What follows belongs to an exercise in optimizing a design on an open flow for small area, a short achievable clock period and few clock cycles per item; a production flow would make more cautious choices.
At most, simulation tests tie the RTL to the original design; equivalence was not proved.
Only the layout flow was run in runs 3 and 4; the RTL was not checked for function there.

==> design/flow/flow/run.sh <==
#!/bin/bash
# Standard layout (the standard.sh, standard synthesis unchanged) with two
# changes to how it is made: timing repair is asked to leave a setup margin,
# so that the layout is pushed below the design's clock period, and the
# buffer on every input and output port is a plain buffer rather than the
# delay cell the resizer picks by default. Each step's output goes to its own
# log file here.
set -euo pipefail
ARGS=("SETUP_SLACK_MARGIN=8.75" "BUFFER_PORTS_ARGS=-buffer_cell sky130_fd_sc_hd__buf_4")
for step in synth floorplan place cts finish; do
  bash standard.sh "${ARGS[@]}" $step > log_$step.txt 2>&1
done
==> design/flow/design.v <==
`timescale 1ns/10ps
module givens_cordic #(
   parameter int data_w = 13
) (
   input  logic                     clk,
   input  logic                     rst_n,
   input  logic                     flush,
   input  logic signed [data_w-1:0] op_x,
   input  logic signed [data_w-1:0] op_y,
   input  logic                     start,
   input  logic                     mode,      
   input  logic [1:0]               pass,
   input  logic [1:0]               nxt_pass,
   input  logic [2:0]               row,       
   input  logic [1:0]               col,
   output logic                     done,
   output logic [2:0]               wr_row,
   output logic [1:0]               wr_col,
   output logic signed [data_w-1:0] res_x,
   output logic signed [data_w-1:0] res_y
);
   localparam int num_iter  = 8;
   localparam int ext_w     = data_w + 2;
   localparam int num_pass  = 3;
   localparam logic mode_vector = 1'b0;
   logic                    v_q    [1:num_iter];
   logic                    m_q    [1:num_iter];
   logic [1:0]              p_q    [1:num_iter];
   logic [2:0]              r_q    [1:num_iter];
   logic [1:0]              c_q    [1:num_iter];
   logic signed [ext_w-1:0] x_q    [1:num_iter];
   logic signed [ext_w-1:0] y_q    [1:num_iter];
   logic signed [data_w-1:0] x0_q;
   logic signed [data_w-1:0] y0_q;
   always_ff @(posedge clk) begin
      x0_q <= op_x;
      y0_q <= op_y;
   end
   logic [num_iter-1:0]     dir_q  [num_pass];
   logic                    d_q     [0:num_iter-1];
   logic                    d_nxt   [0:num_iter-1];
   logic                    vec_d_s [0:num_iter-1];
   logic                    fwd0;
   logic                    v_s    [0:num_iter];
   logic                    m_s    [0:num_iter];
   logic [1:0]              p_s    [0:num_iter];
   logic [2:0]              r_s    [0:num_iter];
   logic [1:0]              c_s    [0:num_iter];
   logic signed [ext_w-1:0] x_s    [0:num_iter];
   logic signed [ext_w-1:0] y_s    [0:num_iter];
   logic signed [ext_w-1:0] nx_s   [0:num_iter-1];
   logic signed [ext_w-1:0] ny_s   [0:num_iter-1];
   logic                    d_s    [0:num_iter-1];
   always_comb begin
      v_s[0]  = start;
      m_s[0]  = mode;
      p_s[0]  = pass;
      r_s[0]  = row;
      c_s[0]  = col;
      x_s[0]  = ext_w'(x0_q);
      y_s[0]  = ext_w'(y0_q);
      for (int s = 1; s <= num_iter; s++) begin
         v_s[s]  = v_q[s];
         m_s[s]  = m_q[s];
         p_s[s]  = p_q[s];
         r_s[s]  = r_q[s];
         c_s[s]  = c_q[s];
         x_s[s]  = x_q[s];
         y_s[s]  = y_q[s];
      end
      d_s[0] = (m_s[0] == mode_vector) ? vec_d_s[0] : d_q[0];
      for (int s = 1; s < num_iter; s++) begin
         d_s[s] = d_q[s];
      end
      for (int s = 0; s < num_iter; s++) begin
         if (d_s[s]) begin
            nx_s[s] = x_s[s] + (y_s[s] >>> s);
            ny_s[s] = y_s[s] - (x_s[s] >>> s);
         end else begin
            nx_s[s] = x_s[s] - (y_s[s] >>> s);
            ny_s[s] = y_s[s] + (x_s[s] >>> s);
         end
      end
   end
   always_ff @(posedge clk or negedge rst_n) begin
      if (!rst_n) begin
         for (int s = 1; s <= num_iter; s++) begin
            v_q[s] <= 1'b0;
         end
      end else begin
         for (int s = 1; s <= num_iter; s++) begin
            v_q[s] <= v_s[s-1] && !flush;
         end
      end
   end
   always_comb begin
      vec_d_s[0] = (x0_q[data_w-1] == y0_q[data_w-1]);
      for (int s = 1; s < num_iter; s++) begin
         vec_d_s[s] = (nx_s[s-1][ext_w-1] == ny_s[s-1][ext_w-1]);
      end
      fwd0     = v_s[0] && m_s[0] == mode_vector && p_s[0] == nxt_pass;
      d_nxt[0] = fwd0 ? vec_d_s[0] : dir_q[nxt_pass][0];
      for (int s = 1; s < num_iter; s++) begin
         d_nxt[s] = (m_s[s-1] == mode_vector) ? vec_d_s[s] : dir_q[p_s[s-1]][s];
      end
   end
   always_ff @(posedge clk) begin
      for (int s = 0; s < num_iter; s++) begin
         d_q[s] <= d_nxt[s];
      end
      for (int s = 1; s <= num_iter; s++) begin
         m_q[s]  <= m_s[s-1];
         p_q[s]  <= p_s[s-1];
         r_q[s]  <= r_s[s-1];
         c_q[s]  <= c_s[s-1];
         x_q[s]  <= nx_s[s-1];
         y_q[s]  <= ny_s[s-1];
      end
      if (v_s[0] && m_s[0] == mode_vector) begin
         dir_q[p_s[0]][0] <= vec_d_s[0];
      end
      for (int s = 1; s < num_iter; s++) begin
         if (v_s[s-1] && m_s[s-1] == mode_vector) begin
            dir_q[p_s[s-1]][s] <= vec_d_s[s];
         end
      end
   end
   logic [data_w+8:0] ext_x;
   logic [data_w+8:0] ext_y;
   logic [data_w+8:0] prod_x;
   logic [data_w+8:0] prod_y;
   assign ext_x  = (data_w+9)'(x_s[num_iter]);
   assign ext_y  = (data_w+9)'(y_s[num_iter]);
   assign prod_x = (ext_x << 8) + (ext_x << 6) - (ext_x << 3) - ext_x;
   assign prod_y = (ext_y << 8) + (ext_y << 6) - (ext_y << 3) - ext_y;
   assign done  = v_s[num_iter];
   assign wr_row = r_s[num_iter];
   assign wr_col = c_s[num_iter];
   assign res_x  = prod_x[data_w+8:9];
   assign res_y  = prod_y[data_w+8:9];
endmodule
`timescale 1ns/10ps
module matrix_store #(
   parameter int data_w = 13
) (
   input  logic                       clk,
   input  logic                       rst_n,
   input  logic                       flush,
   input  logic                       load_wr,
   input  logic [2:0]                 load_row,
   input  logic [4*data_w-1:0]        in,
   input  logic [2:0]                 rd_row,    
   input  logic [1:0]                 rd_col,
   input  logic [1:0]                 rd_even,   
   input  logic [1:0]                 rd_odd,
   input  logic                       fwd_x,     
   input  logic                       fwd_y,     
   output logic signed [data_w-1:0]   op_x,
   output logic signed [data_w-1:0]   op_y,
   input  logic                       wr_en,
   input  logic [2:0]                 wr_row,
   input  logic [1:0]                 wr_col,
   input  logic signed [data_w-1:0]   res_x,
   input  logic signed [data_w-1:0]   res_y,
   input  logic                       out_load,
   input  logic [2:0]                 out_row,
   output logic [4*data_w-1:0]        out
);
   localparam int num_rows = 8;
   localparam int num_cols = 4;
   logic signed [data_w-1:0] mat_q [num_rows*num_cols];
   logic [4*data_w-1:0]      out_q;
   logic                     rq_en_q;
   logic [2:0]               rq_row_q;
   logic [1:0]               rq_col_q;
   logic signed [data_w-1:0] rq_x_q;
   logic signed [data_w-1:0] rq_y_q;
   always_ff @(posedge clk or negedge rst_n) begin
      if (!rst_n) begin
         rq_en_q <= 1'b0;
      end else begin
         rq_en_q <= wr_en && !flush;
      end
   end
   always_ff @(posedge clk) begin
      rq_row_q <= wr_row;
      rq_col_q <= wr_col;
      rq_x_q   <= res_x;
      rq_y_q   <= res_y;
   end
   logic signed [data_w-1:0] res_even;
   logic signed [data_w-1:0] res_odd;
   logic [2:0]               rq_row_hi;
   assign res_even  = rq_row_q[0] ? rq_x_q : rq_y_q;
   assign res_odd   = rq_row_q[0] ? rq_y_q : rq_x_q;
   assign rq_row_hi = rq_row_q - 3'd1;
   logic signed [data_w-1:0] bus_even [num_cols];
   logic signed [data_w-1:0] bus_odd  [num_cols];
   always_comb begin
      for (int c = 0; c < num_cols; c++) begin
         bus_even[c] = load_wr ? in[c*data_w +: data_w] : res_even;
         bus_odd[c]  = load_wr ? in[c*data_w +: data_w] : res_odd;
      end
   end
   always_ff @(posedge clk) begin
      for (int i = 0; i < num_rows*num_cols; i++) begin
         if ((load_wr && i[4:2] == load_row)
             || (rq_en_q && i[1:0] == rq_col_q && (i[4:2] == rq_row_q || i[4:2] == rq_row_hi))) begin
            mat_q[i] <= i[2] ? bus_odd[i[1:0]] : bus_even[i[1:0]];
         end
      end
   end
   logic signed [data_w-1:0] even_c [num_cols];
   logic signed [data_w-1:0] odd_c  [num_cols];
   logic signed [data_w-1:0] even_q;
   logic signed [data_w-1:0] odd_q;
   always_comb begin
      for (int c = 0; c < num_cols; c++) begin
         even_c[c] = mat_q[{rd_even, 1'b0, c[1:0]}];
         odd_c[c]  = mat_q[{rd_odd, 1'b1, c[1:0]}];
      end
   end
   assign even_q = even_c[rd_col];
   assign odd_q  = odd_c[rd_col];
   logic [2:0] rd_row_hi;
   assign rd_row_hi = rd_row - 3'd1;
   assign op_x   = fwd_x ? rq_y_q
                 : (load_wr && load_row == rd_row_hi && rd_col == 2'd0) ? in[data_w-1:0]
                 : rd_row[0] ? even_q : odd_q;
   assign op_y   = fwd_y ? res_x
                 : rd_row[0] ? odd_q : even_q;
   always_ff @(posedge clk or negedge rst_n) begin
      if (!rst_n) begin
         out_q <= '0;
      end else begin
         for (int c = 0; c < num_cols; c++) begin
            out_q[c*data_w +: data_w] <= !out_load ? '0
                                       : out_row[0] ? odd_c[c] : even_c[c];
         end
         if (out_load && out_row == 3'd3) begin
            out_q[3*data_w +: data_w] <= res_y;
         end
         if (out_load && out_row == 3'd2) begin
            out_q[3*data_w +: data_w] <= rq_x_q;
         end
      end
   end
   assign out = out_q;
endmodule
`timescale 1ns/10ps
module qr_sequencer (
   input  logic       clk,
   input  logic       rst_n,
   input  logic       valid,
   output logic       load_wr,
   output logic [2:0] load_row,
   output logic       start,
   output logic       mode,
   output logic [1:0] pass,
   output logic       nxt_mode,
   output logic [1:0] nxt_pass,
   output logic [2:0] rd_row,
   output logic [1:0] rd_col,
   output logic [1:0] rd_even,    
   output logic [1:0] rd_odd,     
   output logic       fwd_x,      
   output logic       fwd_y,      
   output logic [2:0] row,
   output logic [1:0] col,
   output logic       out_load,
   output logic [2:0] out_row,
   output logic       out_valid,
   output logic       flush
);
   localparam logic mode_vector = 1'b0;
   localparam logic mode_rotate = 1'b1;
   localparam logic [3:0] last_round = 4'd9;
   localparam logic [3:0] last_phase = 4'd8;
   localparam logic [3:0] out_first  = 4'd6;
   localparam logic [3:0] out_last   = 4'd13;
   localparam logic [3:0] tail_last  = 4'd14;
   logic       loading_q;    
   logic [3:0] beats_q;      
   logic       calc_q;       
   logic [3:0] round_q;      
   logic [3:0] phase_q;      
   logic       tail_q;       
   logic [3:0] tail_cnt_q;
   logic       out_valid_q;
   logic       early_q;      
   logic       late_q;       
   logic       abort_q;
   logic       round_ok;
   logic       issue;
   logic       last_issue;
   logic       load_en;
   assign load_en  = valid && loading_q;
   assign load_wr  = loading_q;
   assign load_row = 3'(4'd7 - beats_q);
   assign round_ok   = (beats_q == 4'd8)
                    || (!late_q && ((beats_q > round_q)
                                    || (round_q == 4'd1 && beats_q <= 4'd1 && load_en)));
   assign issue      = (calc_q || load_en) && (phase_q != '0 || round_ok);
   assign last_issue = issue && (round_q == last_round) && (phase_q == last_phase);
   always_ff @(posedge clk or negedge rst_n) begin
      if (!rst_n) begin
         loading_q   <= 1'b1;
         beats_q     <= '0;
         calc_q      <= 1'b0;
         round_q     <= 4'd1;
         phase_q     <= '0;
         tail_q      <= 1'b0;
         tail_cnt_q  <= '0;
         out_valid_q <= 1'b0;
         early_q     <= 1'b0;
         late_q      <= 1'b0;
         abort_q     <= 1'b0;
      end else begin
         if (issue && loading_q) begin
            early_q <= 1'b1;
         end
         abort_q <= early_q && loading_q && !valid;
         if (load_en) begin
            beats_q <= beats_q + 4'd1;
            calc_q  <= 1'b1;
            if (beats_q == 4'd7) begin
               loading_q <= 1'b0;
            end
         end
         if (abort_q) begin
            phase_q <= '0;
            round_q <= 4'd1;
            early_q <= 1'b0;
            late_q  <= 1'b1;
         end else if (issue) begin
            if (phase_q == last_phase) begin
               phase_q <= '0;
               round_q <= round_q + 4'd1;
            end else begin
               phase_q <= phase_q + 4'd1;
            end
         end
         if (last_issue) begin
            calc_q     <= 1'b0;
            tail_q     <= 1'b1;
            tail_cnt_q <= 4'd1;
         end
         if (tail_q) begin
            tail_cnt_q <= tail_cnt_q + 4'd1;
            if (tail_cnt_q == tail_last) begin
               tail_q    <= 1'b0;
               loading_q <= 1'b1;
               beats_q   <= '0;
               round_q   <= 4'd1;
               late_q    <= 1'b0;
            end
         end
         out_valid_q <= out_load;
      end
   end
   logic       out_load_c;
   logic [2:0] out_row_c;
   logic       out_load_q;
   logic [2:0] out_row_q;
   assign out_load_c = tail_q && (tail_cnt_q >= out_first - 4'd1) && (tail_cnt_q <= out_last - 4'd1);
   assign out_row_c  = 3'(out_last - 4'd1 - tail_cnt_q);
   always_ff @(posedge clk or negedge rst_n) begin
      if (!rst_n) begin
         out_load_q <= 1'b0;
      end else begin
         out_load_q <= out_load_c;
      end
   end
   always_ff @(posedge clk) begin
      out_row_q <= out_row_c;
   end
   assign out_load  = out_load_q;
   assign out_row   = out_row_q;
   assign out_valid = out_valid_q;
   assign flush     = abort_q;
   logic [1:0] c_ph;
   logic [1:0] j_ph;
   always_comb begin
      case (phase_q)
         4'd0:    begin c_ph = 2'd0; j_ph = 2'd0; end
         4'd1:    begin c_ph = 2'd0; j_ph = 2'd1; end
         4'd2:    begin c_ph = 2'd1; j_ph = 2'd1; end
         4'd3:    begin c_ph = 2'd0; j_ph = 2'd2; end
         4'd4:    begin c_ph = 2'd1; j_ph = 2'd2; end
         4'd5:    begin c_ph = 2'd2; j_ph = 2'd2; end
         4'd6:    begin c_ph = 2'd0; j_ph = 2'd3; end
         4'd7:    begin c_ph = 2'd1; j_ph = 2'd3; end
         default: begin c_ph = 2'd2; j_ph = 2'd3; end
      endcase
   end
   logic [3:0] k_op;
   logic [2:0] row_lo;
   assign k_op   = round_q - {2'b00, c_ph, 1'b0};
   assign row_lo = 3'(4'd8 - k_op);
   logic       a_start_q;
   logic       a_mode_q;
   logic [1:0] a_pass_q;
   logic [2:0] a_row_q;
   logic [1:0] rd_even_q;
   logic [1:0] rd_odd_q;
   logic [1:0] a_col_q;
   logic       a_fwd_x_q;
   logic       a_fwd_y_q;
   logic       b_start_q;
   logic       b_mode_q;
   logic [1:0] b_pass_q;
   logic [2:0] b_row_q;
   logic [1:0] b_col_q;
   always_ff @(posedge clk or negedge rst_n) begin
      if (!rst_n) begin
         a_start_q <= 1'b0;
         b_start_q <= 1'b0;
      end else begin
         a_start_q <= !abort_q && issue && (k_op >= 4'd1) && (k_op <= 4'd7 - {2'b00, c_ph});
         b_start_q <= !abort_q && a_start_q;
      end
   end
   always_ff @(posedge clk) begin
      a_mode_q <= (c_ph == j_ph) ? mode_vector : mode_rotate;
      a_pass_q <= c_ph;
      a_row_q  <= row_lo;
      rd_even_q <= out_load_c ? out_row_c[2:1] : row_lo[2:1];
      rd_odd_q  <= out_load_c ? out_row_c[2:1]
                 : row_lo[0] ? row_lo[2:1] : row_lo[2:1] - 2'd1;
      a_col_q  <= j_ph;
      a_fwd_x_q <= (c_ph != 2'd0);
      a_fwd_y_q <= (k_op >= 4'd2);
      b_mode_q <= a_mode_q;
      b_pass_q <= a_pass_q;
      b_row_q  <= a_row_q;
      b_col_q  <= a_col_q;
   end
   assign rd_row   = a_row_q;
   assign rd_even  = rd_even_q;
   assign rd_odd   = rd_odd_q;
   assign rd_col   = a_col_q;
   assign fwd_x    = a_fwd_x_q;
   assign fwd_y    = a_fwd_y_q;
   assign nxt_mode = a_mode_q;
   assign nxt_pass = a_pass_q;
   assign start    = b_start_q;
   assign mode     = b_mode_q;
   assign pass     = b_pass_q;
   assign row      = b_row_q;
   assign col      = b_col_q;
endmodule
`timescale 1ns/10ps
module qr_cordic_top #(
   parameter int data_w = 13
) (
   input  logic                clk,
   input  logic                rst_n,
   input  logic                valid,
   input  logic [4*data_w-1:0] in,
   output logic                out_valid,
   output logic [4*data_w-1:0] out
);
   logic       load_wr;
   logic       flush;
   logic [2:0] load_row;
   logic       out_load;
   logic [2:0] out_row;
   logic                     gv_start;
   logic                     gv_mode;
   logic [1:0]               gv_pass;
   logic                     gv_nxt_mode;
   logic [1:0]               gv_nxt_pass;
   logic [2:0]               gv_rd_row;
   logic [1:0]               gv_rd_col;
   logic [1:0]               rd_even;
   logic [1:0]               rd_odd;
   logic                     fwd_x;
   logic                     fwd_y;
   logic [2:0]               gv_row;
   logic [1:0]               gv_col;
   logic signed [data_w-1:0] gv_op_x;
   logic signed [data_w-1:0] gv_op_y;
   logic                     gv_done;
   logic [2:0]               gv_wr_row;
   logic [1:0]               gv_wr_col;
   logic signed [data_w-1:0] gv_res_x;
   logic signed [data_w-1:0] gv_res_y;
   qr_sequencer qr_sequencer_i (
      .clk       (clk),
      .rst_n     (rst_n),
      .valid     (valid),
      .load_wr   (load_wr),
      .load_row  (load_row),
      .start     (gv_start),
      .mode      (gv_mode),
      .pass      (gv_pass),
      .nxt_mode  (gv_nxt_mode),
      .nxt_pass  (gv_nxt_pass),
      .rd_row    (gv_rd_row),
      .rd_col    (gv_rd_col),
      .rd_even   (rd_even),
      .rd_odd    (rd_odd),
      .fwd_x     (fwd_x),
      .fwd_y     (fwd_y),
      .row       (gv_row),
      .col       (gv_col),
      .out_load  (out_load),
      .out_row   (out_row),
      .out_valid (out_valid),
      .flush     (flush)
   );
   matrix_store #(.data_w(data_w)) matrix_store_i (
      .clk      (clk),
      .rst_n    (rst_n),
      .flush    (flush),
      .load_wr  (load_wr),
      .load_row (load_row),
      .in       (in),
      .rd_row   (gv_rd_row),
      .rd_col   (gv_rd_col),
      .rd_even  (rd_even),
      .rd_odd   (rd_odd),
      .fwd_x    (fwd_x),
      .fwd_y    (fwd_y),
      .op_x     (gv_op_x),
      .op_y     (gv_op_y),
      .wr_en    (gv_done),
      .wr_row   (gv_wr_row),
      .wr_col   (gv_wr_col),
      .res_x    (gv_res_x),
      .res_y    (gv_res_y),
      .out_load (out_load),
      .out_row  (out_row),
      .out      (out)
   );
   givens_cordic #(.data_w(data_w)) givens_cordic_i (
      .clk     (clk),
      .rst_n   (rst_n),
      .flush   (flush),
      .start   (gv_start),
      .mode    (gv_mode),
      .pass    (gv_pass),
      .nxt_pass (gv_nxt_pass),
      .row     (gv_row),
      .col     (gv_col),
      .op_x    (gv_op_x),
      .op_y    (gv_op_y),
      .done    (gv_done),
      .wr_row  (gv_wr_row),
      .wr_col  (gv_wr_col),
      .res_x   (gv_res_x),
      .res_y   (gv_res_y)
   );
endmodule
==> design/flow/standard.sh <==
#!/bin/bash
# synth_recipe.tcl (not shown) runs the flow's synth.tcl, then flattens the netlist and writes it again
# the make line also repeats each setting of config.mk as NAME=value (left out here)
make -C /OpenROAD-flow-scripts/flow DESIGN_CONFIG=/design/flow/config.mk WORK_HOME=/design/flow/orfs CLKGATE_MAP_FILE= SYNTH_SCRIPT=/design/flow/synth_recipe.tcl "${@:-finish}"
==> design/flow/config.mk <==
export PLATFORM = sky130hd
export DESIGN_NAME = qr_cordic_top
export DESIGN_NICKNAME = qr_cordic_top
export VERILOG_FILES = /design/flow/design.v
export SDC_FILE = /design/flow/constraint.sdc
export NUM_CORES = 4
export LEC_CHECK = 0
export CAP_MARGIN = 30
export CORE_MARGIN = 2
export CORE_UTILIZATION = 30
export CTS_CLUSTER_DIAMETER = 100
export CTS_CLUSTER_SIZE = 24
export SLEW_MARGIN = 30
==> design/flow/constraint.sdc <==
create_clock -name core_clock -period 12.5 [get_ports {clk}]
set_input_delay 2.5000 -clock core_clock [delete_from_list [all_inputs] [get_ports {clk}]]
set_output_delay 2.5000 -clock core_clock [all_outputs]
set_load 0.01 [all_outputs]
==> impl_metrics.py, run 1 <==
metrics = {
    "synth": {
        "synth_edf_count": 440,
        "synthCells": 4190,
        "synth_top_area_share_pct": 27.71,
        "synth_nets": 4643,
        "async_reset_ff_share_pct": 9.498,
        "synthDistinctLibCells": 85,
        "syn_avg_cell_area_um2": 11.38,
        "yosysSeqAreaShare_pct": 48.61,
        "syn_area_um2": 47680,
        "synth_top_cell_by_area": "edfxtp_1",
        "synth_ff_type": "edfxtp_1",
        "yosysMostFrequentCell": "edfxtp_1",
        "synth_area_leaders": "edfxtp_1 28%, dfxtp_1 16%, ha_1 8.8%",
        "yosysWarnings": 28,
        "ys_ff_latch": 916,
        "synth_common_cells": "440 x edfxtp_1, 408 x nor2_1, 389 x dfxtp_1",
    },
    "clocking": {
        "cts_max_level": 2,
        "cts-root-buf": "clkbuf_16",
        "clock_path_buffers": 3,
        "cts_inserted_buffers": 46,
        "clock_sinks": 916,
        "clock_latency_ns": 0.71,
        "clk_pin_slew_ns": 0.10,
        "cts_tree": "built",
    },
    "floorplanning": {
        "rows": 146,
        "fp.dieW_um": 402.7,
        "die_h_um": 402.7,
        "die_area_um2": 162100,
        "initial_core_util_pct": 30.14,
        "core_area_um2": 158200,
        "io_pins": 108,
    },
    "finish": {
        "area_growth_pct": 11.74,
        "layout-drive-gt1-share_pct": 12.18,
        "fin_util_pct": 33.68,
        "nNetsFinal": 4718,
        "fill_cells": 15750,
    },
    "outcome": {
        "status": "timing/DRC/antenna clean",
    },
    "routing": {
        "drt-initial-drc-count": 2722,
        "ant_nets": 0,
        "dr_total_vias": 31950,
        "drt_first_pass_iters": 5,
        "routed_wl_um": 128000,
        "viasPerCell": 5.012,
        "routedWlPerCell_um": 20.08,
        "route.detailed.drc": 0,
    },
    "setup_path": {
        "arrival_ns": 1.33,
        "worst_path_max_delay_cell": "dfrtp_2",
        "worst-path-max-fanout": 1,
        "critPathMaxStageDelay_ns": 0.50,
        "ff2ff_setup_slack_ns": 8.81,
        "crit_required_ns": 10.00,
        "worstSetupStartpointType": "flop",
        "cpLargestDelayFamily": "flip-flops",
        "worst-path-buf-inv": 1,
        "path_cells": "buf_6",
        "crit_type": "reg -> out",
        "crit_path_end_kind": "output pin",
    },
    "global_route": {
        "gr-usage-all-layers_pct": 15.41,
        "antenna_found_initial": 8,
        "grt_pass1_vias": 31610,
        "grt_pass1_wl_um": 192400,
        "overflow": 0,
        "grt_max_degree": 56,
    },
    "place": {
        "dp_hpwl_um": 97160,
        "place.port_buffers": 107,
        "gp_congestion": 0.8676,
        "pre_cts_ws_ns": 8.388,
    },
    "timing": {
        "fin_tns_setup_ns": 0,
        "finalCriticalPeriod_ns": 3.828,
        "skew_ns": 0.09253,
        "finalWorstSetupSlack_ns": 8.672,
        "period_share_pct": 30.63,
        "worst_slew_pin_slew_ns": 1.076,
        "setup_violations": 0,
        "relSlewSlack_pct": 27.84,
        "hold_violations": 0,
        "max_freq_mhz": 261.2,
        "grt_setup_unrepaired": "yes",
        "report.final.slew_viol_count": 0,
    },
    "job": {
        "cap_violations": 0,
    },
    "min_path": {
        "hold_class": "reg -> reg",
    },
}
==> worst register-to-register path, delay by kind of cell, from the launching register on <==
family                   cells  cell delay, ns
adder cells (fa/ha/maj)      3            1.29
AO/OA/AOI/OAI                3            0.61
AND/OR/NAND/NOR              4            0.59
multiplexers                 1            0.47
flip-flops                   1            0.38
buffers and inverters        2            0.14
XOR/XNOR                     1            0.11
==> timing repair <==
item,in CTS,in global routing
endpoints found under the setup margin,72,84
resized for setup,82,56
buffers inserted,1,4
hold endpoints to repair,0,0
pin swaps,3,11
hold buffers,0,0
==> stage by stage <==
step           area, µm²  instances  hold slack (ns)
6_report           53280       6374           0.2470
2_1_floorplan      47690       4190           0.3096
4_1_cts            52920       6369           0.2590
5_1_grt            53280       6373           0.2832
3_5_place_dp       51180       6284           0.3121
3_3_place_gp       51020       6283           0.3098
==> placed cells by master, fill, tap and decap left out, types with 29 or more instances in the layout <==
cell type  count
o21a_1        39
inv_1        277
a21oi_1      276
o21ai_0       78
fa_1          64
edfxtp_1     440
nor3_1        95
mux2i_1       86
clkbuf_16     46
nor2_1       407
a211oi_1      38
o21ai_1       48
dfrtp_1       69
nand2_1      185
mux4_2       138
nor2b_1      126
nand3_1       47
xor2_1       109
o21bai_1      31
a21o_1        78
buf_6         49
xnor2_1      257
dfxtp_1      364
buf_4        100
ha_1         331
nand2b_1      29
a31oi_1       38
==> metal layers <==
layer  up-vias  part of all wire (%)  wire length [µm]  track usage [%]
li1      15090                     -                 -                -
met2       975                    46             59050            25.35
met1     15710                    44             56240            20.82
met3       170                   6.9              8837            2.780
met4         6                   3.0              3821            4.133
met5         -                 0.030                38                0
==> kinds of logic (layout without fill, tap and decap cells) <==
| logic type | Yosys count | after routing | synth area share [%] |
|---|---|---|---|
| fa+ha+maj | 398 | 398 | 11.45 |
| simple gates | 1048 | 1048 | 10.56 |
| mux | 243 | 243 | 8.772 |
| other cells | 0 | 1 | 0 |
| buf+inv | 407 | 518 | 3.222 |
| xor+xnor | 378 | 378 | 6.943 |
| compound gates | 800 | 800 | 10.43 |
| flops | 916 | 916 | 48.61 |
==> area by class of cell <==
| class | count | area (µm²) | share of cell area (%) |
|---|---|---|---|
| diodes | 1 | 2.502 | 0.004697 |
| clock buffers | 73 | 1252 | 2.351 |
| clock inverters | 11 | 221.5 | 0.4157 |
| inverters | 285 | 1070 | 2.008 |
| multi-input cells | 2867 | 23590 | 44.28 |
| flip-flops and latches | 916 | 23250 | 43.63 |
| well taps | 2072 | 2592 | 4.866 |
| repair buffers | 149 | 1303 | 2.445 |
==> sequential cells by signal, indices dropped and copies added, names as in the netlist, 6 cells and up, named ones only <==
name                   cells
matrix_store_i.mat_q     416
givens_cordic_i.x_q      119
givens_cordic_i.y_q      118
matrix_store_i.out_q      52
givens_cordic_i.dir_q     24
givens_cordic_i.r_q       24
givens_cordic_i.c_q       16
givens_cordic_i.x0_q      13
givens_cordic_i.y0_q      13
matrix_store_i.rq_x_q     13
matrix_store_i.rq_y_q     13
givens_cordic_i.p_q       12
givens_cordic_i.v_q        8
givens_cordic_i.d_q        7
givens_cordic_i.m_q        6
==> path summary, 6_finish.rpt <==
| check | start | to | cells after the start |
|---|---|---|---|
| setup / recovery | matrix_store_i.out_q[39] | out[39] | 1 |
| hold / removal | givens_cordic_i.r_q[8][2] | matrix_store_i.rq_row_q[2] | 0 |
| setup reg to reg | givens_cordic_i.y_q[8][6] | matrix_store_i.out_q[47] | 14 |
| hold reg to reg | givens_cordic_i.r_q[8][2] | matrix_store_i.rq_row_q[2] | 0 |
| max in group asynchronous | rst_n | matrix_store_i.out_q[41] | 2 |
| min in group asynchronous | rst_n | matrix_store_i.out_q[37] | 1 |
Testbench counts, summed over its fixed seeds: cycles 9,120, matrices 96.
==> inputs of run 2 (changes only) <==
--- a/design/flow/flow/run.sh
+++ b/design/flow/flow/run.sh
@@ -8,3 +8,3 @@
 set -euo pipefail
-ARGS=("SETUP_SLACK_MARGIN=8.75" "BUFFER_PORTS_ARGS=-buffer_cell sky130_fd_sc_hd__buf_4")
+ARGS=("SETUP_SLACK_MARGIN=8.5" "BUFFER_PORTS_ARGS=-buffer_cell sky130_fd_sc_hd__buf_4")
 for step in synth floorplan place cts finish; do
==> run 2 against run 1 <==
Effect of this change: fmax fell by 2.5%; via count fell by 0.49%; cell count fell by 0.14%; clock-buffer cell count rose by 3; non-clock buffer count fell by 15; critical endpoint is now out[44]; highest routed layer unchanged.
==> impl_metrics.py, run 2 <==
metrics = {
    "outcome": {
        "status": "timing/DRC/antenna clean",
    },
    "global_route": {
        "grt_pass1_vias": 31420,
        "grt_max_degree": 57,
        "grt_pass1_wl_um": 191100,
        "gr-usage-all-layers_pct": 15.26,
        "overflow": 0,
        "antenna_found_initial": 10,
    },
    "setup_path": {
        "worst_path_max_delay_cell": "dfrtp_1",
        "worst-path-max-fanout": 1,
        "rr_startpoint": "givens_cordic_i.x_q[8][14]",
        "rr_endpoint": "givens_cordic_i.y0_q[11]",
        "critPathMaxStageDelay_ns": 0.54,
        "worst-path-buf-inv": 1,
        "crit_required_ns": 10.00,
        "worstSetupStartpointType": "flop",
        "crit_type": "reg -> out",
        "ff2ff_setup_slack_ns": 8.69,
        "worstRegToRegCells": 11,
        "crit_path_end_kind": "output pin",
        "arrival_ns": 1.42,
        "cpLargestDelayFamily": "flip-flops",
        "path_cells": "buf_4",
    },
    "clocking": {
        "clk_pin_slew_ns": 0.10,
        "clock_path_buffers": 3,
        "cts_tree": "built",
        "cts_max_level": 2,
        "cts-root-buf": "clkbuf_16",
        "clock_latency_ns": 0.70,
        "clock_sinks": 916,
        "cts_inserted_buffers": 48,
        "post_cts_buffers": 0,
        "cts-hold-fix-buffers": 0,
    },
    "routing": {
        "drt_first_pass_iters": 6,
        "viasPerCell": 4.995,
        "routedWlPerCell_um": 19.82,
        "ant_nets": 0,
        "routed_wl_um": 126200,
        "drt-initial-drc-count": 2636,
        "route.detailed.drc": 0,
        "dr_total_vias": 31790,
    },
    "place": {
        "place_area_um2": 51200,
        "place.port_buffers": 107,
        "gp_congestion": 0.8670,
        "dp_hpwl_um": 95810,
    },
    "synth": {
        "synth_nets": 4643,
        "muxShareOfSynthArea_pct": 8.772,
        "yosysWarnings": 28,
        "synth_common_cells": "440 x edfxtp_1, 408 x nor2_1, 389 x dfxtp_1",
        "synth_edf_count": 440,
        "synth_top_family_by_area": "adder cells",
        "synthSimpleGateAreaFrac_pct": 10.56,
        "synth_xor_area_share_pct": 6.943,
        "synth_compound_area_share_pct": 10.43,
        "yosysMostFrequentCell": "edfxtp_1",
        "synth_area_leaders": "edfxtp_1 28%, dfxtp_1 16%, ha_1 8.8%",
        "synthDistinctLibCells": 85,
        "ys_ff_latch": 916,
        "synth_top_cell_by_area": "edfxtp_1",
        "async_reset_ff_share_pct": 9.498,
        "synthCells": 4190,
        "syn_avg_cell_area_um2": 11.38,
        "syn_area_um2": 47680,
        "synth_ff_type": "edfxtp_1",
        "yosysSeqAreaShare_pct": 48.61,
        "synth_top_area_share_pct": 27.71,
        "yosys.area_share.adder_pct": 11.45,
    },
    "timing": {
        "worst_slew_pin_slew_ns": 1.033,
        "hold-worst-slack_ns": 0.2628,
        "fin_tns_setup_ns": 0,
        "grt_setup_unrepaired": "no",
        "relSlewSlack_pct": 30.73,
        "finalCriticalPeriod_ns": 3.925,
        "period_share_pct": 31.40,
        "hold_violations": 0,
        "max_freq_mhz": 254.8,
        "skew_ns": 0.08678,
        "setup_violations": 0,
        "report.final.slew_viol_count": 0,
    },
    "floorplanning": {
        "fp.dieW_um": 402.7,
        "die_h_um": 402.7,
        "initial_core_util_pct": 30.14,
        "rows": 146,
        "core_area_um2": 158200,
        "die_area_um2": 162100,
        "io_pins": 108,
    },
    "finish": {
        "final_area_um2": 52910,
        "final_common_cell": "edfxtp_1",
        "nNetsFinal": 4705,
        "regArea_um2": 23210,
        "fill_cells": 15870,
        "largest_reg_flops": 416,
        "multi_input_area_um2": 23470,
        "top_regs": "matrix_store_i.mat_q: 416 flops, givens_cordic_i.x_q: 119 flops, givens_cordic_i.y_q: 118 flops",
        "final_cell_mix": "440 x edfxtp_1, 408 x nor2_1, 378 x dfxtp_1",
        "area_growth_pct": 10.97,
        "regMostFlops": "matrix_store_i.mat_q",
        "layout-drive-gt1-share_pct": 10.66,
    },
    "job": {
        "cap_violations": 0,
    },
    "min_path": {
        "whs_path_depth": 0,
        "holdCritStartpoint": "givens_cordic_i.r_q[7][1]",
        "hold_class": "reg -> reg",
        "hold_end": "givens_cordic_i.r_q[8][1]",
    },
}
## run 2: cell counts after synthesis
Identical to the previous run, type by type.
## run 2: layer usage
metal  part of all wire (%)  routed length (µm)  GRT usage, %
met3                    6.4                8093         2.379
met1                     43               54800         20.41
met4                    4.0                4998         5.618
met5                 0.0063                   8             0
met2                     46               58270         24.95
## run 2: how the worst max path moves through the flow
stage,startpoint,endpoint,slack [ns],depth (start not counted)
finish,matrix_store_i.out_q[44],out[44],8.58,1
floorplan,valid,qr_sequencer_i.phase_q[1],8.51,6
CTS,matrix_store_i.out_q[41],out[41],8.50,1
detailed placement,givens_cordic_i.d_q[4],givens_cordic_i.d_q[5],8.31,11
global route,matrix_store_i.out_q[47],out[47],8.50,1
global placement,valid,qr_sequencer_i.phase_q[1],8.11,7
## run 2: cells by family (layout without fill, tap and decap cells)
family          Yosys count  after routing
simple gates           1048           1048
flops                   916            916
compound gates          800            800
buf+inv                 407            506
fa+ha+maj               398            398
xor+xnor                378            378
mux                     243            243
other cells               0              4
## run 2: stage by stage
| stage | cells | utilization, % | worst slack [ns] |
|---|---|---|---|
| after floorplan | 4190 | - | 8.509 |
| after global placement | 6272 | 32.20 | 8.113 |
| after detailed placement | 6274 | 32.37 | 8.313 |
| after CTS | 6361 | 33.33 | 8.501 |
| after global routing | 6361 | 33.44 | 8.503 |
| final | 6365 | 33.45 | 8.575 |
## run 2: repair_timing
item / CTS / global route
pin swaps: 0 / 2
endpoints found under the setup margin: 14 / 25
resized for setup: 4 / 20
## run 2: layout make-up
type                            instances  area share, %
Antenna cell                            4        0.01892
Multi-Input combinational cell       2867          44.36
Clock inverter                         11         0.3925
Inverter                              285          2.022
Tap cell                             2072          4.900
Timing Repair Buffer                  134          1.946
Sequential cell                       916          43.87
Clock buffer                           76          2.490
==> inputs of run 3 (changes only) <==
--- a/design/flow/design.v
+++ b/design/flow/design.v
@@ -166,2 +166,4 @@
    input  logic [2:0]                 out_row,
+   input  logic                       out_res,   
+   input  logic                       out_rq,    
    output logic [4*data_w-1:0]        out
@@ -235,3 +237,3 @@
       end else begin
-         for (int c = 0; c < num_cols; c++) begin
+         for (int c = 0; c < num_cols - 1; c++) begin
             out_q[c*data_w +: data_w] <= !out_load ? '0
@@ -239,8 +241,6 @@
          end
-         if (out_load && out_row == 3'd3) begin
-            out_q[3*data_w +: data_w] <= res_y;
-         end
-         if (out_load && out_row == 3'd2) begin
-            out_q[3*data_w +: data_w] <= rq_x_q;
-         end
+         out_q[3*data_w +: data_w] <= out_res ? res_y
+                                    : out_rq ? rq_x_q
+                                    : !out_load ? '0
+                                    : out_row[0] ? odd_c[3] : even_c[3];
       end
@@ -271,2 +271,4 @@
    output logic [2:0] out_row,
+   output logic       out_res,    
+   output logic       out_rq,     
    output logic       out_valid,
@@ -373,4 +375,8 @@
    end
+   logic       out_res_q;
+   logic       out_rq_q;
    always_ff @(posedge clk) begin
       out_row_q <= out_row_c;
+      out_res_q <= out_load_c && out_row_c == 3'd3;
+      out_rq_q  <= out_load_c && out_row_c == 3'd2;
    end
@@ -378,2 +384,4 @@
    assign out_row   = out_row_q;
+   assign out_res   = out_res_q;
+   assign out_rq    = out_rq_q;
    assign out_valid = out_valid_q;
@@ -467,2 +475,4 @@
    logic [2:0] out_row;
+   logic       out_res;
+   logic       out_rq;
    logic                     gv_start;
@@ -508,2 +518,4 @@
       .out_row   (out_row),
+      .out_res   (out_res),
+      .out_rq    (out_rq),
       .out_valid (out_valid),
@@ -533,2 +545,4 @@
       .out_row  (out_row),
+      .out_res  (out_res),
+      .out_rq   (out_rq),
       .out      (out)
--- a/design/flow/flow/run.sh
+++ b/design/flow/flow/run.sh
@@ -8,3 +8,3 @@
 set -euo pipefail
-ARGS=("SETUP_SLACK_MARGIN=8.5" "BUFFER_PORTS_ARGS=-buffer_cell sky130_fd_sc_hd__buf_4")
+ARGS=("SETUP_SLACK_MARGIN=8.6" "BUFFER_PORTS_ARGS=-buffer_cell sky130_fd_sc_hd__buf_4")
 for step in synth floorplan place cts finish; do
==> run 3 against run 2 <==
Effect of this change: worst setup slack better by 0.060 ns; clock skew is 0.010 ns lower; core utilization is 0.053 points higher; global-route usage is 0.074 points higher; critical endpoint is now out[49].
==> impl_metrics.py, run 3 <==
metrics = {
    "outcome": {
        "status": "timing/DRC/antenna clean",
    },
    "finish": {
        "nNetsFinal": 4743,
        "top_regs": "matrix_store_i.mat_q: 416 flops, givens_cordic_i.x_q: 119 flops, givens_cordic_i.y_q: 118 flops",
        "final_common_cell": "nor2_1",
        "regMostFlops": "matrix_store_i.mat_q",
        "multi_input_area_um2": 23530,
        "final_cell_mix": "451 x nor2_1, 440 x edfxtp_1, 374 x dfxtp_1",
        "regArea_um2": 23210,
        "area_growth_pct": 10.98,
        "largest_reg_flops": 416,
        "layout-drive-gt1-share_pct": 11.74,
        "final_area_um2": 53000,
        "fill_cells": 15720,
        "fin_util_pct": 33.50,
    },
    "timing": {
        "period_share_pct": 30.91,
        "relSlewSlack_pct": 29.76,
        "grt_setup_unrepaired": "yes",
        "setup_violations": 0,
        "fin_tns_setup_ns": 0,
        "report.final.slew_viol_count": 0,
        "max_freq_mhz": 258.8,
        "finalCriticalPeriod_ns": 3.864,
        "hold_violations": 0,
        "worst_slew_pin_slew_ns": 1.054,
        "finalWorstSetupSlack_ns": 8.636,
        "skew_ns": 0.07643,
    },
    "setup_path": {
        "rr_endpoint": "givens_cordic_i.x0_q[12]",
        "cpLargestDelayFamily": "flip-flops",
        "worst_path_max_delay_cell": "dfrtp_1",
        "crit_path_end_kind": "output pin",
        "worstSetupStartpointType": "flop",
        "path_depth": 1,
        "path_cells": "buf_4",
        "crit_start": "matrix_store_i.out_q[49]",
        "critPathCapture": "out[49]",
        "critPathMaxStageDelay_ns": 0.54,
        "rr_startpoint": "qr_sequencer_i.a_row_q[0]",
        "crit_type": "reg -> out",
        "arrival_ns": 1.36,
        "worst-path-max-fanout": 1,
        "crit_required_ns": 10.00,
        "worstRegToRegCells": 8,
        "ff2ff_setup_slack_ns": 8.76,
        "worst-path-buf-inv": 1,
    },
    "floorplanning": {
        "die_h_um": 403.0,
        "core_area_um2": 158200,
        "die_area_um2": 162400,
        "initial_core_util_pct": 30.19,
        "rows": 146,
        "fp.dieW_um": 403.0,
        "io_pins": 108,
    },
    "global_route": {
        "overflow": 0,
        "antenna_found_initial": 10,
        "grt_pass1_wl_um": 192600,
        "grt_pass1_vias": 31690,
        "grt_max_degree": 57,
        "gr-usage-all-layers_pct": 15.33,
    },
    "clocking": {
        "cts_tree": "built",
        "clk_pin_slew_ns": 0.09,
        "cts_max_level": 2,
        "cts_inserted_buffers": 47,
        "clock_sinks": 916,
        "clock_latency_ns": 0.69,
        "cts-root-buf": "clkbuf_16",
        "clock_path_buffers": 3,
    },
    "synth": {
        "synth_top_area_share_pct": 27.67,
        "synth_edf_count": 440,
        "yosysWarnings": 28,
        "synth_nets": 4659,
        "yosysSeqAreaShare_pct": 48.54,
        "synth_top_cell_by_area": "edfxtp_1",
        "syn_avg_cell_area_um2": 11.36,
        "ys_ff_latch": 916,
        "yosysMostFrequentCell": "nor2_1",
        "synth_common_cells": "451 x nor2_1, 440 x edfxtp_1, 389 x dfxtp_1",
        "synthDistinctLibCells": 89,
        "synthCells": 4204,
        "syn_area_um2": 47750,
        "async_reset_ff_share_pct": 9.498,
        "synth_ff_type": "edfxtp_1",
        "synth_area_leaders": "edfxtp_1 28%, dfxtp_1 16%, ha_1 8.8%",
    },
    "job": {
        "cap_violations": 0,
    },
    "routing": {
        "routedWlPerCell_um": 19.84,
        "viasPerCell": 5.015,
        "dr_total_vias": 32100,
        "drt-initial-drc-count": 3047,
        "route.detailed.drc": 0,
        "ant_nets": 0,
        "routed_wl_um": 127000,
        "drt_first_pass_iters": 5,
    },
    "min_path": {
        "hold_class": "reg -> reg",
    },
    "place": {
        "pre_cts_ws_ns": 8.387,
        "place.port_buffers": 107,
        "gp_congestion": 0.8718,
        "place_area_um2": 51220,
        "dp_hpwl_um": 94390,
    },
}
-- run 3: repair_timing --
| action | 4_1_cts | 5_1_grt |
|---|---|---|
| endpoints found under the hold margin | 0 | 0 |
| buffers inserted | 0 | 1 |
| resized for setup | 8 | 43 |
| pin swaps | 0 | 9 |
| gates cloned | 0 | 0 |
| hold buffers | 0 | 0 |
| setup endpoints to repair | 14 | 42 |
-- run 3: layer usage --
layer  vias up  share of wire [%]  GRT usage [%]
met5         -             0.0079              0
met4         2                2.8          4.172
li1      15240                  -              -
met3       148                7.6          2.466
met1     15700                 44          21.34
met2      1010                 46          24.67
-- run 3: area by class of cell --
type                       count  area share (%)
tap                         2072           4.892
clock inverter                12          0.3754
antenna                        2        0.009444
clock buffer                  75           2.418
multi-input combinational   2901           44.40
timing repair buffer         159           2.252
sequential                   916           43.80
inverter                     263           1.863
-- run 3: how the worst min path moves through the flow --
stage,from,endpoint,slack [ns],depth (start not counted)
final,givens_cordic_i.c_q[4][0],givens_cordic_i.c_q[5][0],0.32,0
after global routing,givens_cordic_i.r_q[3][0],givens_cordic_i.r_q[4][0],0.32,0
after global placement,givens_cordic_i.r_q[8][1],matrix_store_i.rq_row_q[1],0.31,0
after detailed placement,givens_cordic_i.r_q[5][1],givens_cordic_i.r_q[6][1],0.31,0
after CTS,qr_sequencer_i.b_row_q[2],givens_cordic_i.r_q[1][2],0.32,0
after floorplan,qr_sequencer_i.b_col_q[0],givens_cordic_i.c_q[1][0],0.31,0
-- run 3: cells by family (layout without fill, tap and decap cells) --
kind of cell | Yosys count | after routing | share of synthesized area (%)
adder cells (fa/ha/maj) | 400 | 400 | 11.49
multiplexers | 244 | 244 | 8.615
buffers and inverters | 387 | 509 | 3.081
other | 0 | 2 | 0
flip-flops | 916 | 916 | 48.54
AO/OA/AOI/OAI | 857 | 857 | 11.44
AND/OR/NAND/NOR | 1046 | 1046 | 10.31
XOR/XNOR | 354 | 354 | 6.524
-- run 3: stage by stage --
step | hold WS, ns | std cells
after detailed placement | 0.3121 | 6310
after CTS | 0.3158 | 6397
after global routing | 0.3197 | 6398
after floorplan | 0.3096 | 4204
after global placement | 0.3103 | 6310
final | 0.3166 | 6400
==> inputs of run 4 (changes only) <==
==> design/flow/flow/run.sh (replaced) <==
#!/bin/bash
# Standard layout (the standard.sh, standard synthesis unchanged) with
# these changes to how it is made: timing repair is asked to leave a setup
# margin, so that the layout is pushed below the design's clock period; the
# buffer on every input and output port is a plain buffer rather than the
# delay cell the resizer picks by default; and after placement each output
# port's buffer is moved next to the register driving it (flow/outbuf.tcl).
# Each step's output goes to its own log file here.
set -euo pipefail
ARGS=("SETUP_SLACK_MARGIN=8.6" "BUFFER_PORTS_ARGS=-buffer_cell sky130_fd_sc_hd__buf_4")
for step in synth floorplan place; do
  bash standard.sh "${ARGS[@]}" $step > log_$step.txt 2>&1
done
openroad -no_init -exit flow/outbuf.tcl > log_outbuf.txt 2>&1
for step in cts finish; do
  bash standard.sh "${ARGS[@]}" $step > log_$step.txt 2>&1
done
==> design/flow/flow/outbuf.tcl (new file) <==
# Move each output port's buffer next to the register that drives it, so
# that the register drives a short wire and the buffer the long one to the
# port; placement legalized again.
set db orfs/results/$::env(FLOW_PLATFORM)/qr_cordic_top/base/3_place.odb
read_db $db
set block [ord::get_db_block]
set n 0
foreach bterm [$block getBTerms] {
  if {[$bterm getIoType] ne "OUTPUT"} { continue }
  set net [$bterm getNet]
  set buf ""
  foreach iterm [$net getITerms] {
    if {[$iterm isOutputSignal]} { set buf [$iterm getInst] }
  }
  if {$buf eq ""} { continue }
  set drv ""
  foreach iterm [$buf getITerms] {
    if {[$iterm isInputSignal]} {
      set in_net [$iterm getNet]
      if {$in_net eq "NULL" || $in_net eq ""} { continue }
      foreach it2 [$in_net getITerms] {
        if {[$it2 isOutputSignal]} { set drv [$it2 getInst] }
      }
    }
  }
  if {$drv eq ""} { continue }
  set loc [$drv getLocation]
  $buf setLocation [lindex $loc 0] [lindex $loc 1]
  incr n
}
puts "moved $n output buffers"
detailed_placement
check_placement -verbose
write_db $db
==> run 4 against run 3 <==
Effect of this change: clock skew up 0.0031 ns; first-iteration DRC count is 3.0% lower; fmax rose by 2.9%; design area hardly changed; largest cell class unchanged; clock-buffer cell count decreased by 3; sequential cell count unchanged.
==> impl_metrics.py, run 4 <==
metrics = {
    "outcome": {
        "status": "timing/DRC/antenna clean",
    },
    "setup_path": {
        "crit_path_end_kind": "flop",
        "cpLargestDelayFamily": "buffers and inverters",
        "worst-path-max-fanout": 29,
        "path_cells": "buf_4, clkinv_1, ha_1, xor2_1, nor3_4, buf_4, a21oi_1, a21oi_1, o21ai_0",
        "rr_endpoint": "givens_cordic_i.x0_q[0]",
        "rr_startpoint": "qr_sequencer_i.a_row_q[0]",
        "worst_path_max_delay_cell": "clkinv_1",
        "crit_type": "reg -> reg",
        "worstRegToRegCells": 9,
        "ff2ff_setup_slack_ns": 8.74,
        "worstSetupStartpointType": "flop",
        "worst-path-buf-inv": 3,
        "arrival_ns": 4.21,
        "critPathMaxStageDelay_ns": 0.77,
        "crit_required_ns": 12.95,
    },
    "timing": {
        "hold_violations": 0,
        "skew_ns": 0.07953,
        "fin_tns_setup_ns": 0,
        "worst_slew_pin_slew_ns": 1.076,
        "finalCriticalPeriod_ns": 3.757,
        "grt_setup_unrepaired": "yes",
        "max_freq_mhz": 266.2,
        "relSlewSlack_pct": 28.27,
        "setup_violations": 0,
        "report.final.slew_viol_count": 0,
        "period_share_pct": 30.05,
        "finalWorstSetupSlack_ns": 8.743,
    },
    "place": {
        "place.port_buffers": 107,
        "dp_hpwl_um": 94390,
        "place_area_um2": 51220,
        "pre_cts_ws_ns": 8.387,
        "gp_congestion": 0.8718,
    },
    "routing": {
        "ant_nets": 0,
        "drt_first_pass_iters": 5,
        "wl_met2_um": 58170,
        "wl_met3_um": 9787,
        "routedWlPerCell_um": 20.06,
        "drt-initial-drc-count": 2956,
        "wl_met1_um": 56880,
        "dr_total_vias": 32190,
        "route.detailed.drc": 0,
        "viasPerCell": 5.030,
        "top_layer": "met5",
        "routed_wl_um": 128400,
    },
    "clocking": {
        "clk_pin_slew_ns": 0.10,
        "clock_path_buffers": 3,
        "clock_latency_ns": 0.70,
        "cts-root-buf": "clkbuf_16",
        "cts_inserted_buffers": 46,
        "cts-hold-fix-buffers": 0,
        "cts_max_level": 2,
        "cts_tree": "built",
        "clock_sinks": 916,
    },
    "synth": {
        "synth_nets": 4659,
        "syn_avg_cell_area_um2": 11.36,
        "synth_area_leaders": "edfxtp_1 28%, dfxtp_1 16%, ha_1 8.8%",
        "async_reset_ff_share_pct": 9.498,
        "synth_top_area_share_pct": 27.67,
        "syn_area_um2": 47750,
        "synthCells": 4204,
        "synth_ff_type": "edfxtp_1",
        "synth_edf_count": 440,
        "synth_common_cells": "451 x nor2_1, 440 x edfxtp_1, 389 x dfxtp_1",
        "synth_top_cell_by_area": "edfxtp_1",
        "ys_ff_latch": 916,
        "yosysSeqAreaShare_pct": 48.54,
        "synthDistinctLibCells": 89,
        "yosysWarnings": 28,
        "yosysMostFrequentCell": "nor2_1",
    },
    "job": {
        "cap_violations": 0,
    },
    "finish": {
        "multi_input_area_um2": 23530,
        "fin_util_pct": 33.48,
        "top_regs": "matrix_store_i.mat_q: 416 flops, givens_cordic_i.x_q: 119 flops, givens_cordic_i.y_q: 118 flops",
        "fill_cells": 15750,
        "final_cell_mix": "451 x nor2_1, 440 x edfxtp_1, 374 x dfxtp_1",
        "final_common_cell": "nor2_1",
        "area_growth_pct": 10.93,
        "nNetsFinal": 4742,
        "largest_reg_flops": 416,
        "regArea_um2": 23210,
        "regMostFlops": "matrix_store_i.mat_q",
        "final_area_um2": 52970,
        "layout-drive-gt1-share_pct": 11.75,
    },
    "floorplanning": {
        "io_pins": 108,
        "rows": 146,
        "initial_core_util_pct": 30.19,
        "fp.dieW_um": 403.0,
        "die_h_um": 403.0,
        "die_area_um2": 162400,
        "core_area_um2": 158200,
    },
    "min_path": {
        "whs_path_depth": 0,
        "hold_class": "reg -> reg",
        "holdCritStartpoint": "givens_cordic_i.r_q[7][0]",
        "hold_end": "givens_cordic_i.r_q[8][0]",
    },
    "global_route": {
        "overflow": 0,
        "grt_max_degree": 57,
        "grt_pass1_vias": 31730,
        "antenna_found_initial": 5,
        "gr-usage-all-layers_pct": 15.47,
        "grt_pass1_wl_um": 194400,
    },
}
run 4: cell counts after synthesis:
No cell type changed its count.
run 4: metal layers:
layer	track usage [%]	up-vias
met3	2.609	145
met4	4.212	2
li1	-	15240
met2	24.72	1006
met5	0	-
met1	21.59	15790
run 4: cell type report:
class	count	area share, %
diodes	3	0.01417
clock buffers	72	2.357
clock inverters	13	0.3803
inverters	263	1.864
multi-input cells	2901	44.43
flip-flops and latches	916	43.81
well taps	2072	4.894
repair buffers	159	2.253
run 4: cells by family (layout without fill, tap and decap cells):
| logic type | count (synthesis) | in the layout | share of synthesized area [%] |
|---|---|---|---|
| fa+ha+maj | 400 | 400 | 11.49 |
| flops | 916 | 916 | 48.54 |
| simple gates | 1046 | 1046 | 10.31 |
| compound gates | 857 | 857 | 11.44 |
| buf+inv | 387 | 507 | 3.081 |
| mux | 244 | 244 | 8.615 |
| xor+xnor | 354 | 354 | 6.524 |
| other cells | 0 | 3 | 0 |
run 4: worst max-delay path by stage:
stage | from | endpoint | cells past startpoint
CTS | givens_cordic_i.d_q[3] | givens_cordic_i.dir_q[2][4] | 10
global placement | valid | qr_sequencer_i.phase_q[2] | 7
global route | givens_cordic_i.y_q[4][4] | givens_cordic_i.dir_q[0][5] | 12
finish | qr_sequencer_i.a_row_q[0] | givens_cordic_i.x0_q[0] | 9
floorplan | valid | qr_sequencer_i.phase_q[1] | 6
detailed placement | valid | qr_sequencer_i.phase_q[1] | 7
run 4: metrics by stage:
stage                     cells  hold slack [ns]
final                      6399           0.3076
after global routing       6396           0.3216
after CTS                  6395           0.3016
after detailed placement   6310           0.3121
after global placement     6310           0.3103
after floorplan            4204           0.3096
run 4: what timing repair did:
action                     4_1_cts  5_1_grt
setup buffers                    0        1
setup endpoints to repair       12       42
resized for setup                6       42
pin swaps                        0        8
==> inputs of run 5 (changes only) <==
--- a/design/flow/design.v
+++ b/design/flow/design.v
@@ -157,2 +157,3 @@
    input  logic                       fwd_y,     
+   input  logic                       fwd_in,    
    output logic signed [data_w-1:0]   op_x,
@@ -226,6 +227,4 @@
    assign odd_q  = odd_c[rd_col];
-   logic [2:0] rd_row_hi;
-   assign rd_row_hi = rd_row - 3'd1;
    assign op_x   = fwd_x ? rq_y_q
-                 : (load_wr && load_row == rd_row_hi && rd_col == 2'd0) ? in[data_w-1:0]
+                 : fwd_in ? in[data_w-1:0]
                  : rd_row[0] ? even_q : odd_q;
@@ -267,2 +266,3 @@
    output logic       fwd_y,      
+   output logic       fwd_in,     
    output logic [2:0] row,
@@ -416,2 +416,3 @@
    logic       a_fwd_y_q;
+   logic       a_fwd_in_q;
    logic       b_start_q;
@@ -440,2 +441,3 @@
       a_fwd_y_q <= (k_op >= 4'd2);
+      a_fwd_in_q <= (round_q == 4'd1 && phase_q == '0 && beats_q == '0);
       b_mode_q <= a_mode_q;
@@ -451,2 +453,3 @@
    assign fwd_y    = a_fwd_y_q;
+   assign fwd_in   = a_fwd_in_q;
    assign nxt_mode = a_mode_q;
@@ -488,2 +491,3 @@
    logic                     fwd_y;
+   logic                     fwd_in;
    logic [2:0]               gv_row;
@@ -514,2 +518,3 @@
       .fwd_y     (fwd_y),
+      .fwd_in    (fwd_in),
       .row       (gv_row),
@@ -536,2 +541,3 @@
       .fwd_y    (fwd_y),
+      .fwd_in   (fwd_in),
       .op_x     (gv_op_x),
==> run 5 against run 4 <==
Effect of this change: still clean on timing, DRC and antenna; synthesized cell count rose by 0.45%; sequential cell count up 1; hold slack better by 0.016 ns; first-iteration DRC count grew 0.74%; cell count decreased by 0.16%; core utilization is 0.11 points lower; synthesized area is 0.65% higher; register-to-register slack improved by 0.12 ns; worst setup slack better by 0.041 ns; critical path type is now reg -> out; highest routed layer unchanged.
==> impl_metrics.py, run 5 <==
metrics = {
    "global_route": {
        "grt_max_degree": 59,
        "gr-usage-all-layers_pct": 15.45,
        "grt_pass1_vias": 31150,
        "overflow": 0,
        "antenna_found_initial": 5,
        "grt_pass1_wl_um": 194300,
    },
    "setup_path": {
        "critPathMaxStageDelay_ns": 0.39,
        "ff2ff_setup_slack_ns": 8.86,
        "path_cells": "buf_4",
        "worst-path-max-fanout": 1,
        "arrival_ns": 1.22,
        "crit_required_ns": 10.00,
        "crit_start": "matrix_store_i.out_q[39]",
        "worstRegToRegCells": 12,
        "worstSetupStartpointType": "flop",
        "critPathCapture": "out[39]",
        "path_depth": 1,
        "crit_type": "reg -> out",
        "cpLargestDelayFamily": "flip-flops",
        "worst_path_max_delay_cell": "dfrtp_1",
        "rr_endpoint": "givens_cordic_i.dir_q[2][2]",
        "crit_path_end_kind": "output pin",
        "rr_startpoint": "givens_cordic_i.y_q[1][1]",
        "worst-path-buf-inv": 1,
    },
    "floorplanning": {
        "rows": 146,
        "die_h_um": 404.3,
        "die_area_um2": 163400,
        "initial_core_util_pct": 30.28,
        "io_pins": 108,
        "fp.dieW_um": 404.3,
        "core_area_um2": 158700,
    },
    "routing": {
        "viasPerCell": 5.058,
        "ant_nets": 0,
        "routedWlPerCell_um": 20.17,
        "dr_total_vias": 32320,
        "routed_wl_um": 128900,
        "drt-initial-drc-count": 2978,
        "route.detailed.drc": 0,
        "drt_first_pass_iters": 6,
    },
    "finish": {
        "area_growth_pct": 10.25,
        "regMostFlops": "matrix_store_i.mat_q",
        "nNetsFinal": 4734,
        "top_regs": "matrix_store_i.mat_q: 416 flops, givens_cordic_i.x_q: 119 flops, givens_cordic_i.y_q: 118 flops",
        "fill_cells": 15770,
        "largest_reg_flops": 416,
        "layout-drive-gt1-share_pct": 10.59,
        "final_cell_mix": "440 x edfxtp_1, 407 x nor2_1, 373 x dfxtp_1",
        "final_common_cell": "edfxtp_1",
    },
    "synth": {
        "synth_common_cells": "440 x edfxtp_1, 407 x nor2_1, 390 x dfxtp_1",
        "syn_area_um2": 48060,
        "muxShareOfSynthArea_pct": 9.070,
        "synth_edf_count": 440,
        "synthCells": 4223,
        "synth_top_area_share_pct": 27.49,
        "synthDistinctLibCells": 87,
        "synth_compound_area_share_pct": 11.24,
        "synth_nets": 4675,
        "syn_avg_cell_area_um2": 11.38,
        "synth_xor_area_share_pct": 6.753,
        "yosysMostFrequentCell": "edfxtp_1",
        "ys_ff_latch": 917,
        "synth_ff_type": "edfxtp_1",
        "synth_top_cell_by_area": "edfxtp_1",
        "synthSimpleGateAreaFrac_pct": 10.14,
        "yosysWarnings": 28,
        "yosysSeqAreaShare_pct": 48.27,
        "synth_top_family_by_area": "adder cells",
        "yosys.area_share.adder_pct": 11.33,
        "synth_area_leaders": "edfxtp_1 27%, dfxtp_1 16%, ha_1 8.7%",
        "async_reset_ff_share_pct": 9.487,
    },
    "timing": {
        "setup_violations": 0,
        "worst_slew_pin_slew_ns": 1.065,
        "grt_setup_unrepaired": "no",
        "finalCriticalPeriod_ns": 3.716,
        "skew_ns": 0.03946,
        "relSlewSlack_pct": 28.57,
        "fin_tns_setup_ns": 0,
        "period_share_pct": 29.73,
        "hold_violations": 0,
        "report.final.slew_viol_count": 0,
        "max_freq_mhz": 269.1,
    },
    "clocking": {
        "cts_max_level": 2,
        "cts-hold-fix-buffers": 0,
        "cts_tree": "built",
        "cts-root-buf": "clkbuf_16",
        "clk_pin_slew_ns": 0.10,
        "clock_latency_ns": 0.66,
        "clock_path_buffers": 3,
        "cts_inserted_buffers": 45,
        "clock_sinks": 917,
    },
    "outcome": {
        "status": "timing/DRC/antenna clean",
    },
    "min_path": {
        "hold_class": "reg -> reg",
    },
    "place": {
        "place.port_buffers": 107,
        "dp_hpwl_um": 97210,
        "gp_congestion": 0.9051,
    },
    "job": {
        "cap_violations": 0,
    },
}
==> run 5: cell count changes after synthesis, sizes merged, moves of 12 or more <==
cell | before | now
o21a | 50 | 27
mux2i | 78 | 107
nand3 | 28 | 45
inv | 261 | 280
or3 | 14 | 26
nand2 | 205 | 164
nor2 | 451 | 408
==> run 5: metrics by stage <==
stage | cells | cell area (µm²) | hold slack, ns | utilization (%) | worst slack, ns
after global routing | 6388 | 52980 | 0.3359 | 33.38 | 8.605
after detailed placement | 6304 | 51440 | 0.3121 | 32.40 | 8.311
final | 6389 | 52990 | 0.3232 | 33.38 | 8.784
after global placement | 6304 | 51290 | 0.3106 | 32.31 | 8.278
after floorplan | 4223 | 48060 | 0.3096 | - | 8.651
after CTS | 6385 | 52800 | 0.3192 | 33.26 | 8.603
==> run 5: cell families (layout without fill, tap and decap cells) <==
group | Yosys count | count (layout)
AO/OA/AOI/OAI | 856 | 856
adder cells (fa/ha/maj) | 397 | 397
flip-flops | 917 | 917
multiplexers | 269 | 269
other | 0 | 1
AND/OR/NAND/NOR | 1010 | 1010
XOR/XNOR | 369 | 369
buffers and inverters | 405 | 498
==> run 5: timing repair <==
item / in CTS / in global routing
setup buffers: 0 / 2
hold endpoints to repair: 0 / 0
resized for setup: 1 / 17
pin swaps: 0 / 3
endpoints found under the setup margin: 4 / 18
==> run 5: worst min path at each step <==
stage                              start                         to  slack, ns  cells past startpoint
2_1_floorplan  qr_sequencer_i.b_col_q[0]  givens_cordic_i.c_q[1][0]       0.31                      0
3_3_place_gp   givens_cordic_i.c_q[1][1]  givens_cordic_i.c_q[2][1]       0.31                      0
5_1_grt        qr_sequencer_i.b_row_q[1]  givens_cordic_i.r_q[1][1]       0.34                      0
6_report       qr_sequencer_i.b_row_q[1]  givens_cordic_i.r_q[1][1]       0.32                      0
4_1_cts        qr_sequencer_i.b_row_q[1]  givens_cordic_i.r_q[1][1]       0.32                      0
3_5_place_dp   qr_sequencer_i.b_row_q[1]  givens_cordic_i.r_q[1][1]       0.31                      0
==> run 5: final cells by class <==
| class | instances | area, µm² | share of cell area [%] |
|---|---|---|---|
| multi-input cells | 2901 | 23700 | 44.73 |
| flip-flops and latches | 917 | 23230 | 43.85 |
| well taps | 2072 | 2592 | 4.893 |
| clock buffers | 74 | 1245 | 2.350 |
| inverters | 281 | 1055 | 1.991 |
| repair buffers | 136 | 1041 | 1.965 |
| clock inverters | 7 | 117.6 | 0.2220 |
| diodes | 1 | 2.502 | 0.004723 |
==> run 5: routing by layer <==
metal / track usage (%) / up-vias / routed length, µm / share of wire, %
met5: 0 / - / 22 / 0.017
met3: 3.201 / 194 / 10110 / 7.8
met1: 21.59 / 15780 / 57980 / 45
met2: 23.98 / 1038 / 56700 / 44
li1: - / 15300 / - / -
met4: 4.595 / 4 / 4046 / 3.1
Testbench counts of run 5, summed over its fixed seeds: cycles 9,120, matrices 96.

[what the ideal ports hide]
The flow's constraints put no driver on any port. The routed layouts listed below were extracted and timed again, unchanged, in two steps. Step 1 (the two cells are an assumption about what drives the block):
set clk [get_ports {clk}]
set_driving_cell -lib_cell sky130_fd_sc_hd__clkbuf_16 $clk
set_driving_cell -lib_cell sky130_fd_sc_hd__buf_2 [delete_from_list [all_inputs] $clk]
Step 2 adds t to the input delays and takes it off the output delays; t is the mean of the earliest and latest rising clock arrival at the registers after step 1. Input paths then give back, and output paths get back, about the clock's delay inside the block. a / b / c = ideal ports / drivers / drivers and shift; a / b = the first two.
run | t (ns) | setup slack, ns | worst slew at a driven data input, ns
run 1 | 0.744 | 8.672 / 8.597 / 8.338 | 0.06
run 2 | 0.726 | 8.575 / 8.504 / 8.327 | 0.08
run 3 | 0.730 | 8.636 / 8.557 / 8.335 | 0.21
run 4 | 0.740 | 8.743 / 8.686 / 8.325 | 0.23
run 5 | 0.714 | 8.784 / 8.713 / 8.267 | 0.14
After both steps every run listed still meets setup and hold. For run 5, which loses most, drivers alone change the setup slack by -0.071 ns; drivers and shift together by -0.517 ns.
